Context: an optimization exercise on an open-source flow, tuned for a short achievable clock period and few clock cycles. The choices shown serve that exercise and are no tape-out recipe. The RTL was checked by simulation tests, not by an equivalence proof against the original design. Power figures rest on the tool's default switching activity, not on a simulated workload.

==> wip/quartz: inputs <==
==> flow/design.v <==
module dmc_nand2 (input logic a, b, output logic y);
  assign y = ~(a & b);
endmodule
module dmc_nand3 (input logic a, b, c, output logic y);
  assign y = ~(a & b & c);
endmodule
module dmc_nor2 (input logic a, b, output logic y);
  assign y = ~(a | b);
endmodule
module dmc_nor3 (input logic a, b, c, output logic y);
  assign y = ~(a | b | c);
endmodule
module dmc_xor2 (input logic a, b, output logic y);
  assign y = a ^ b;
endmodule
module dmc_aoi22 (input logic a1, a2, b1, b2, output logic y);
  assign y = ~((a1 & a2) | (b1 & b2));
endmodule
module dmc_dec2 (input logic [1:0] a, output logic [3:0] y);
  assign y[0] = ~a[1] & ~a[0];
  assign y[1] = ~a[1] &  a[0];
  assign y[2] =  a[1] & ~a[0];
  assign y[3] =  a[1] &  a[0];
endmodule
module dmc_dec2n (input logic [1:0] a, output logic [3:0] y);
  assign y[0] = ~(~a[1] & ~a[0]);
  assign y[1] = ~(~a[1] &  a[0]);
  assign y[2] = ~( a[1] & ~a[0]);
  assign y[3] = ~( a[1] &  a[0]);
endmodule
module dmc_rd_bit (
  input  logic [255:0] sel,
  input  logic [255:0] d,
  input  logic         mem_n,
  output logic         y
);
  logic [127:0] l1;
  logic [63:0]  l2;
  logic [31:0]  l3;
  logic [15:0]  l4;
  logic [7:0]   l5;
  logic [3:0]   l6;
  logic [1:0]   l7;
  for (genvar m = 0; m < 128; m++) begin : g_l1
    dmc_aoi22 u (.a1(sel[2*m]), .a2(d[2*m]), .b1(sel[2*m+1]), .b2(d[2*m+1]), .y(l1[m]));
  end
  for (genvar m = 0; m < 64; m++) begin : g_l2
    dmc_nand2 u (.a(l1[2*m]), .b(l1[2*m+1]), .y(l2[m]));
  end
  for (genvar m = 0; m < 32; m++) begin : g_l3
    dmc_nor2 u (.a(l2[2*m]), .b(l2[2*m+1]), .y(l3[m]));
  end
  for (genvar m = 0; m < 16; m++) begin : g_l4
    dmc_nand2 u (.a(l3[2*m]), .b(l3[2*m+1]), .y(l4[m]));
  end
  for (genvar m = 0; m < 8; m++) begin : g_l5
    dmc_nor2 u (.a(l4[2*m]), .b(l4[2*m+1]), .y(l5[m]));
  end
  for (genvar m = 0; m < 4; m++) begin : g_l6
    dmc_nand2 u (.a(l5[2*m]), .b(l5[2*m+1]), .y(l6[m]));
  end
  for (genvar m = 0; m < 2; m++) begin : g_l7
    dmc_nor2 u (.a(l6[2*m]), .b(l6[2*m+1]), .y(l7[m]));
  end
  dmc_nand3 u_l8 (.a(l7[0]), .b(l7[1]), .c(mem_n), .y(y));
endmodule
module dmc_hit (
  input  logic [63:0] sel_line,
  input  logic [63:0] m_a,
  input  logic [63:0] m_b,
  output logic        hit_n,
  output logic [1:0]  hit_h
);
  logic [63:0] l1;
  logic [31:0] l2;
  logic [15:0] l3;
  logic [7:0]  l4;
  logic [3:0]  l5;
  logic [1:0]  l6;
  for (genvar m = 0; m < 64; m++) begin : g_l1
    dmc_nand3 u (.a(sel_line[m]), .b(m_a[m]), .c(m_b[m]), .y(l1[m]));
  end
  for (genvar m = 0; m < 32; m++) begin : g_l2
    dmc_nand2 u (.a(l1[2*m]), .b(l1[2*m+1]), .y(l2[m]));
  end
  for (genvar m = 0; m < 16; m++) begin : g_l3
    dmc_nor2 u (.a(l2[2*m]), .b(l2[2*m+1]), .y(l3[m]));
  end
  for (genvar m = 0; m < 8; m++) begin : g_l4
    dmc_nand2 u (.a(l3[2*m]), .b(l3[2*m+1]), .y(l4[m]));
  end
  for (genvar m = 0; m < 4; m++) begin : g_l5
    dmc_nor2 u (.a(l4[2*m]), .b(l4[2*m+1]), .y(l5[m]));
  end
  for (genvar m = 0; m < 2; m++) begin : g_l6
    dmc_nand2 u (.a(l5[2*m]), .b(l5[2*m+1]), .y(l6[m]));
  end
  dmc_nor2 u_l7 (.a(l6[0]), .b(l6[1]), .y(hit_n));
  assign hit_h = l6;
endmodule
module dmc_slice (
  input  logic [7:0]   a,         
  input  logic [255:0] q,
  input  logic [3:0]   rmem,      
  input  logic         waiting,
  input  logic         fill,
  input  logic         clear,
  input  logic [63:0]  wmatch,    
  input  logic         wbit,      
  output logic         rbit,      
  output logic [255:0] en,
  output logic [3:0]   d          
);
  logic [3:0] p0, p1, p2, p3;
  dmc_dec2 u_p0 (.a(a[1:0]), .y(p0));
  dmc_dec2 u_p1 (.a(a[3:2]), .y(p1));
  dmc_dec2 u_p2 (.a(a[5:4]), .y(p2));
  dmc_dec2 u_p3 (.a(a[7:6]), .y(p3));
  logic [15:0] lo_n, hi_n;
  for (genvar j = 0; j < 16; j++) begin : g_lohi
    dmc_nand2 u_lo (.a(p0[j % 4]), .b(p1[j / 4]), .y(lo_n[j]));
    dmc_nand2 u_hi (.a(p2[j % 4]), .b(p3[j / 4]), .y(hi_n[j]));
  end
  logic [255:0] sel;
  for (genvar b = 0; b < 256; b++) begin : g_sel
    dmc_nor2 u (.a(lo_n[b % 16]), .b(hi_n[b / 16]), .y(sel[b]));
  end
  logic mem_n;
  assign mem_n = ~(waiting & (|(rmem & {a[1:0] == 2'd3, a[1:0] == 2'd2,
                                        a[1:0] == 2'd1, a[1:0] == 2'd0})));
  dmc_rd_bit u_rd (.sel(sel), .d(q), .mem_n(mem_n), .y(rbit));
  logic [3:0] e0, e1, e2, e3;
  dmc_dec2 u_e0 (.a(a[1:0]), .y(e0));
  dmc_dec2 u_e1 (.a(a[3:2]), .y(e1));
  dmc_dec2 u_e2 (.a(a[5:4]), .y(e2));
  dmc_dec2 u_e3 (.a(a[7:6]), .y(e3));
  for (genvar b = 0; b < 256; b++) begin : g_en
    assign en[b] = ((fill | clear) && e1[(b / 4) % 4] && e2[(b / 16) % 4] && e3[b / 64]) ||
                   (wmatch[b / 4] && e0[b % 4]);
  end
  for (genvar o = 0; o < 4; o++) begin : g_d
    assign d[o] = fill ? rmem[o] : (!clear && wbit);
  end
endmodule
module dm_cache_wt #(
  parameter int ADDR_W  = 13,
  parameter int INDEX_W = 6
) (
  input  logic              clk,
  input  logic              reset,
  input  logic [ADDR_W-1:0] addr_from_cpu,
  input  logic              rreq_from_cpu,
  input  logic              wreq_from_cpu,
  input  logic [7:0]        wdata_from_cpu,
  output logic [7:0]        rdata_to_cpu,
  output logic              hit_to_cpu,
  output logic              rreq_to_mem,
  output logic [ADDR_W-1:0] raddr_to_mem,
  input  logic [31:0]       rdata_from_mem,
  input  logic              rvalid_from_mem,
  output logic              wreq_to_mem,
  output logic [ADDR_W-1:0] waddr_to_mem,
  output logic [7:0]        wdata_to_mem
);
  localparam int TAG_W = ADDR_W - INDEX_W - 2;
  localparam int LINES = 1 << INDEX_W;
  logic [LINES-1:0] valid;
  logic [TAG_W-1:0] tag_array [LINES];
  logic [7:0][255:0] data_plane;
  logic waiting;
  logic [TAG_W-1:0]   req_tag;
  logic [INDEX_W-1:0] req_index;
  assign req_tag   = addr_from_cpu[ADDR_W-1 -: TAG_W];
  assign req_index = addr_from_cpu[INDEX_W+1:2];
  logic nwait;
  assign nwait = ~waiting;
  logic [3:0] p1, p2, p3, p1n;
  dmc_dec2  u_p1  (.a(addr_from_cpu[3:2]), .y(p1));
  dmc_dec2  u_p2  (.a(addr_from_cpu[5:4]), .y(p2));
  dmc_dec2  u_p3  (.a(addr_from_cpu[7:6]), .y(p3));
  dmc_dec2n u_p1n (.a(addr_from_cpu[3:2]), .y(p1n));
  logic [15:0] hi_n;
  for (genvar j = 0; j < 16; j++) begin : g_hi
    dmc_nand2 u_hi (.a(p2[j % 4]), .b(p3[j / 4]), .y(hi_n[j]));
  end
  logic [63:0] sel_line;
  for (genvar i = 0; i < 64; i++) begin : g_sell
    dmc_nor2 u (.a(p1n[i % 4]), .b(hi_n[i / 4]), .y(sel_line[i]));
  end
  logic [63:0] m_a, m_b;
  for (genvar i = 0; i < 64; i++) begin : g_match
    logic [TAG_W-1:0] x;
    for (genvar k = 0; k < TAG_W; k++) begin : g_x
      dmc_xor2 u (.a(tag_array[i][k]), .b(req_tag[k]), .y(x[k]));
    end
    dmc_nor3 u_a (.a(x[0]), .b(x[1]), .c(x[2]), .y(m_a[i]));
    dmc_nor3 u_b (.a(x[3]), .b(x[4]), .c(~valid[i]), .y(m_b[i]));
  end
  logic       hit_n;
  logic [1:0] hit_h;
  dmc_hit u_hit (.sel_line(sel_line), .m_a(m_a), .m_b(m_b), .hit_n(hit_n), .hit_h(hit_h));
  logic rv_n, rq_n;
  dmc_nand2 u_rv      (.a(rvalid_from_mem), .b(waiting), .y(rv_n));
  dmc_nand2 u_hit_out (.a(hit_n), .b(rv_n), .y(hit_to_cpu));
  dmc_nand2 u_rq      (.a(rreq_from_cpu), .b(nwait), .y(rq_n));
  dmc_nor3  u_rreq    (.a(hit_h[0]), .b(hit_h[1]), .c(rq_n), .y(rreq_to_mem));
  logic start_miss;
  dmc_nor3  u_start   (.a(hit_h[0]), .b(hit_h[1]), .c(rq_n), .y(start_miss));
  assign raddr_to_mem = {addr_from_cpu[ADDR_W-1:2], 2'b00};
  assign wreq_to_mem  = wreq_from_cpu && !reset;
  assign waddr_to_mem = addr_from_cpu;
  assign wdata_to_mem = wdata_from_cpu;
  logic fill;
  assign fill = waiting && rvalid_from_mem;
  logic [63:0] wmatch;
  for (genvar i = 0; i < 64; i++) begin : g_wmatch
    assign wmatch[i] = wreq_from_cpu && req_index == 6'(i) && valid[i] &&
                       tag_array[i] == req_tag;
  end
  logic [7:0][255:0] plane_en;
  logic [7:0][3:0]   plane_d;
  for (genvar r = 0; r < 8; r++) begin : g_slice
    dmc_slice u (
      .a       (addr_from_cpu[7:0]),
      .q       (data_plane[r]),
      .rmem    ({rdata_from_mem[24+r], rdata_from_mem[16+r], rdata_from_mem[8+r], rdata_from_mem[r]}),
      .waiting (waiting),
      .fill    (fill),
      .clear   (start_miss),
      .wmatch  (wmatch),
      .wbit    (wdata_from_cpu[r]),
      .rbit    (rdata_to_cpu[r]),
      .en      (plane_en[r]),
      .d       (plane_d[r])
    );
  end
  always_ff @(posedge clk) begin
    if (reset) begin
      waiting <= 1'b0;
      valid   <= '0;
    end else begin
      if (start_miss) waiting <= 1'b1;
      else if (rvalid_from_mem) waiting <= 1'b0;
      if (start_miss) valid[req_index] <= 1'b0;
      else if (fill) valid[req_index] <= 1'b1;
    end
  end
  always_ff @(posedge clk) begin
    if (fill) tag_array[req_index] <= req_tag;
  end
  always_ff @(posedge clk) begin
    for (int r = 0; r < 8; r++)
      for (int b = 0; b < 256; b++)
        if (plane_en[r][b]) data_plane[r][b] <= plane_d[r][b % 4];
  end
endmodule
==> flow/run.sh <==
#!/bin/bash
# synth_recipe.tcl (not shown) runs the flow's synth.tcl, then flattens the netlist and writes it again
# the make line also repeats each setting of config.mk as NAME=value (left out here)
make -C /OpenROAD-flow-scripts/flow DESIGN_CONFIG=/design/flow/config.mk WORK_HOME=/design/flow/orfs CLKGATE_MAP_FILE= SYNTH_SCRIPT=/design/flow/synth_recipe.tcl finish
==> flow/config.mk <==
export PLATFORM = sky130hd
export DESIGN_NAME = dm_cache_wt
export DESIGN_NICKNAME = dm_cache_wt
export VERILOG_FILES = /design/flow/design.v
export SDC_FILE = /design/flow/constraint.sdc
export NUM_CORES = 4
export LEC_CHECK = 0
export CAP_MARGIN = 20
export CORE_MARGIN = 2
export CORE_UTILIZATION = 60
export PLACE_DENSITY = 0.7
export SETUP_SLACK_MARGIN = 1.5
export SLEW_MARGIN = 20
export SYNTH_HIERARCHICAL = 1
export SYNTH_MINIMUM_KEEP_SIZE = 0
export TNS_END_PERCENT = 10
==> flow/constraint.sdc <==
create_clock -name core_clock -period 6.0 [get_ports {clk}]
set_input_delay 1.2000 -clock core_clock [delete_from_list [all_inputs] [get_ports {clk}]]
set_output_delay 1.2000 -clock core_clock [all_outputs]
set_load 0.01 [all_outputs]
==> inputs of wip/raven, as changes to wip/quartz <==
--- a/flow/design.v
+++ b/flow/design.v
@@ -98,48 +98,4 @@
   dmc_nor2 u_l7 (.a(l6[0]), .b(l6[1]), .y(hit_n));
   assign hit_h = l6;
-endmodule
-module dmc_slice (
-  input  logic [7:0]   a,         
-  input  logic [255:0] q,
-  input  logic [3:0]   rmem,      
-  input  logic         waiting,
-  input  logic         fill,
-  input  logic         clear,
-  input  logic [63:0]  wmatch,    
-  input  logic         wbit,      
-  output logic         rbit,      
-  output logic [255:0] en,
-  output logic [3:0]   d          
-);
-  logic [3:0] p0, p1, p2, p3;
-  dmc_dec2 u_p0 (.a(a[1:0]), .y(p0));
-  dmc_dec2 u_p1 (.a(a[3:2]), .y(p1));
-  dmc_dec2 u_p2 (.a(a[5:4]), .y(p2));
-  dmc_dec2 u_p3 (.a(a[7:6]), .y(p3));
-  logic [15:0] lo_n, hi_n;
-  for (genvar j = 0; j < 16; j++) begin : g_lohi
-    dmc_nand2 u_lo (.a(p0[j % 4]), .b(p1[j / 4]), .y(lo_n[j]));
-    dmc_nand2 u_hi (.a(p2[j % 4]), .b(p3[j / 4]), .y(hi_n[j]));
-  end
-  logic [255:0] sel;
-  for (genvar b = 0; b < 256; b++) begin : g_sel
-    dmc_nor2 u (.a(lo_n[b % 16]), .b(hi_n[b / 16]), .y(sel[b]));
-  end
-  logic mem_n;
-  assign mem_n = ~(waiting & (|(rmem & {a[1:0] == 2'd3, a[1:0] == 2'd2,
-                                        a[1:0] == 2'd1, a[1:0] == 2'd0})));
-  dmc_rd_bit u_rd (.sel(sel), .d(q), .mem_n(mem_n), .y(rbit));
-  logic [3:0] e0, e1, e2, e3;
-  dmc_dec2 u_e0 (.a(a[1:0]), .y(e0));
-  dmc_dec2 u_e1 (.a(a[3:2]), .y(e1));
-  dmc_dec2 u_e2 (.a(a[5:4]), .y(e2));
-  dmc_dec2 u_e3 (.a(a[7:6]), .y(e3));
-  for (genvar b = 0; b < 256; b++) begin : g_en
-    assign en[b] = ((fill | clear) && e1[(b / 4) % 4] && e2[(b / 16) % 4] && e3[b / 64]) ||
-                   (wmatch[b / 4] && e0[b % 4]);
-  end
-  for (genvar o = 0; o < 4; o++) begin : g_d
-    assign d[o] = fill ? rmem[o] : (!clear && wbit);
-  end
 endmodule
 module dm_cache_wt #(
@@ -166,23 +122,31 @@
   localparam int LINES = 1 << INDEX_W;
   logic [LINES-1:0] valid;
-  logic [TAG_W-1:0] tag_array [LINES];
-  logic [7:0][255:0] data_plane;
+  logic [TAG_W-1:0] tag_array  [LINES];
+  logic [31:0]      data_array [LINES];
   logic waiting;
   logic [TAG_W-1:0]   req_tag;
   logic [INDEX_W-1:0] req_index;
-  assign req_tag   = addr_from_cpu[ADDR_W-1 -: TAG_W];
-  assign req_index = addr_from_cpu[INDEX_W+1:2];
+  logic [1:0]         req_offset;
+  assign req_tag    = addr_from_cpu[ADDR_W-1 -: TAG_W];
+  assign req_index  = addr_from_cpu[INDEX_W+1:2];
+  assign req_offset = addr_from_cpu[1:0];
   logic nwait;
   assign nwait = ~waiting;
-  logic [3:0] p1, p2, p3, p1n;
+  logic [3:0] p0, p1, p2, p3, p1n;
+  dmc_dec2  u_p0  (.a(addr_from_cpu[1:0]), .y(p0));
   dmc_dec2  u_p1  (.a(addr_from_cpu[3:2]), .y(p1));
   dmc_dec2  u_p2  (.a(addr_from_cpu[5:4]), .y(p2));
   dmc_dec2  u_p3  (.a(addr_from_cpu[7:6]), .y(p3));
   dmc_dec2n u_p1n (.a(addr_from_cpu[3:2]), .y(p1n));
-  logic [15:0] hi_n;
-  for (genvar j = 0; j < 16; j++) begin : g_hi
+  logic [15:0] lo_n, hi_n;
+  for (genvar j = 0; j < 16; j++) begin : g_lohi
+    dmc_nand2 u_lo (.a(p0[j % 4]), .b(p1[j / 4]), .y(lo_n[j]));
     dmc_nand2 u_hi (.a(p2[j % 4]), .b(p3[j / 4]), .y(hi_n[j]));
   end
-  logic [63:0] sel_line;
+  logic [255:0] sel_byte;
+  logic [63:0]  sel_line;
+  for (genvar b = 0; b < 256; b++) begin : g_selb
+    dmc_nor2 u (.a(lo_n[b % 16]), .b(hi_n[b / 16]), .y(sel_byte[b]));
+  end
   for (genvar i = 0; i < 64; i++) begin : g_sell
     dmc_nor2 u (.a(p1n[i % 4]), .b(hi_n[i / 4]), .y(sel_line[i]));
@@ -200,11 +164,26 @@
   logic [1:0] hit_h;
   dmc_hit u_hit (.sel_line(sel_line), .m_a(m_a), .m_b(m_b), .hit_n(hit_n), .hit_h(hit_h));
-  logic rv_n, rq_n;
-  dmc_nand2 u_rv      (.a(rvalid_from_mem), .b(waiting), .y(rv_n));
+  logic [3:0] p0w;
+  logic [7:0] mem_n;
+  for (genvar k = 0; k < 4; k++) begin : g_p0w
+    assign p0w[k] = p0[k] & waiting;
+  end
+  for (genvar r = 0; r < 8; r++) begin : g_mem
+    assign mem_n[r] = ~(|(p0w & {rdata_from_mem[24+r], rdata_from_mem[16+r],
+                                 rdata_from_mem[8+r], rdata_from_mem[r]}));
+  end
+  for (genvar r = 0; r < 8; r++) begin : g_rd
+    logic [255:0] d;
+    for (genvar b = 0; b < 256; b++) begin : g_d
+      assign d[b] = data_array[b / 4][8 * (b % 4) + r];
+    end
+    dmc_rd_bit u (.sel(sel_byte), .d(d), .mem_n(mem_n[r]), .y(rdata_to_cpu[r]));
+  end
+  logic rv_n;
+  dmc_nand2 u_rv  (.a(rvalid_from_mem), .b(waiting), .y(rv_n));
   dmc_nand2 u_hit_out (.a(hit_n), .b(rv_n), .y(hit_to_cpu));
-  dmc_nand2 u_rq      (.a(rreq_from_cpu), .b(nwait), .y(rq_n));
-  dmc_nor3  u_rreq    (.a(hit_h[0]), .b(hit_h[1]), .c(rq_n), .y(rreq_to_mem));
-  logic start_miss;
-  dmc_nor3  u_start   (.a(hit_h[0]), .b(hit_h[1]), .c(rq_n), .y(start_miss));
+  logic rq_n;
+  dmc_nand2 u_rq   (.a(rreq_from_cpu), .b(nwait), .y(rq_n));
+  dmc_nor3  u_rreq (.a(hit_h[0]), .b(hit_h[1]), .c(rq_n), .y(rreq_to_mem));
   assign raddr_to_mem = {addr_from_cpu[ADDR_W-1:2], 2'b00};
   assign wreq_to_mem  = wreq_from_cpu && !reset;
@@ -212,27 +191,7 @@
   assign wdata_to_mem = wdata_from_cpu;
   logic fill;
-  assign fill = waiting && rvalid_from_mem;
-  logic [63:0] wmatch;
-  for (genvar i = 0; i < 64; i++) begin : g_wmatch
-    assign wmatch[i] = wreq_from_cpu && req_index == 6'(i) && valid[i] &&
-                       tag_array[i] == req_tag;
-  end
-  logic [7:0][255:0] plane_en;
-  logic [7:0][3:0]   plane_d;
-  for (genvar r = 0; r < 8; r++) begin : g_slice
-    dmc_slice u (
-      .a       (addr_from_cpu[7:0]),
-      .q       (data_plane[r]),
-      .rmem    ({rdata_from_mem[24+r], rdata_from_mem[16+r], rdata_from_mem[8+r], rdata_from_mem[r]}),
-      .waiting (waiting),
-      .fill    (fill),
-      .clear   (start_miss),
-      .wmatch  (wmatch),
-      .wbit    (wdata_from_cpu[r]),
-      .rbit    (rdata_to_cpu[r]),
-      .en      (plane_en[r]),
-      .d       (plane_d[r])
-    );
-  end
+  logic write_hit;
+  assign fill      = waiting && rvalid_from_mem;
+  assign write_hit = wreq_from_cpu && valid[req_index] && (tag_array[req_index] == req_tag);
   always_ff @(posedge clk) begin
     if (reset) begin
@@ -240,17 +199,19 @@
       valid   <= '0;
     end else begin
-      if (start_miss) waiting <= 1'b1;
+      if (rreq_to_mem) waiting <= 1'b1;
       else if (rvalid_from_mem) waiting <= 1'b0;
-      if (start_miss) valid[req_index] <= 1'b0;
+      if (rreq_to_mem) valid[req_index] <= 1'b0;
       else if (fill) valid[req_index] <= 1'b1;
     end
   end
   always_ff @(posedge clk) begin
-    if (fill) tag_array[req_index] <= req_tag;
-  end
-  always_ff @(posedge clk) begin
-    for (int r = 0; r < 8; r++)
-      for (int b = 0; b < 256; b++)
-        if (plane_en[r][b]) data_plane[r][b] <= plane_d[r][b % 4];
-  end
-endmodule
+    if (rreq_to_mem) begin
+      data_array[req_index] <= '0;
+    end else if (fill) begin
+      tag_array[req_index]  <= req_tag;
+      data_array[req_index] <= rdata_from_mem;
+    end else if (write_hit) begin
+      data_array[req_index][{req_offset, 3'b000} +: 8] <= wdata_from_cpu;
+    end
+  end
+endmodule
--- a/flow/config.mk
+++ b/flow/config.mk
@@ -8,6 +8,6 @@
 export CAP_MARGIN = 20
 export CORE_MARGIN = 2
-export CORE_UTILIZATION = 60
-export PLACE_DENSITY = 0.7
+export CORE_UTILIZATION = 70
+export PLACE_DENSITY = 0.8
 export SETUP_SLACK_MARGIN = 1.5
 export SLEW_MARGIN = 20
==> notes.md <==
item	wip/raven	wip/quartz
Effective utilization at floorplan	0.707	0.603
CTS buffer count	226	285
Outcome	timing/DRC/antenna clean	timing/DRC/antenna clean
Area share of buffers outside the clock network	0.0989	0.0724
Termination of the worst setup path	rdata_to_cpu[4]	rdata_to_cpu[7]
Relative slew slack	0.192	0.186
Routed via count divided by cell count	7.51	6.62
IR drop worst, VDD	0.328 mV	0.282 mV
Routing usage on met1	0.616	0.541
Post-synthesis share of cell area spent on xor and xnor gates	0.0274	0.0409
Most common cell in the netlist	edfxtp_1	nand2_1
Wire length on met2	167 mm	220 mm
Netlist cell types	76	59
Critical path buffers and inverters	9	6
Placement Setup Slack	-640 ps	114 ps
Portion of total power attributed to combinational logic	0.057	0.101
Post-synthesis instance area	103000 µm²	138000 µm²
Worst slew pin tran	1210 ps	1220 ps
Number of tap cells added at floorplan	1917	3026
Clock network area share	0.0554	0.0537
Testbench counts of wip/quartz, summed over its fixed seeds: cycles 38,705.
Testbench counts of wip/raven, summed over its fixed seeds: cycles 38,705.

## separate check: timing with driven ports
In the flow no input, the clock included, has a driving cell. The finished layouts below were timed again as built, in two steps. Step 1 sets driving cells, clkbuf_16 on the clock port and buf_2 on the other inputs (assumed; they add their load-dependent delay and slew). Step 2 adds t to the input delays and takes it off the output delays; t is the mean of the earliest and latest rising clock arrival at the registers after step 1. Input paths then give back, and output paths get back, about the clock's delay inside the block. Slacks: ideal ports / drivers / drivers and shift; pairs: ideal ports / drivers.
| run | shift t [ns] | setup slack, ns | worst register clock-pin slew, ns |
|---|---|---|---|
| wip/quartz | 1.038 | 1.330 / 0.817 / 0.379 | 0.07 / 0.07 |
| wip/raven | 0.997 | 0.721 / 0.669 / 0.294 | 0.08 / 0.08 |
After both steps every run listed still meets setup and hold. The setup slack of wip/quartz, which loses most, moves by -0.513 ns with the drivers and by -0.951 ns with both steps.
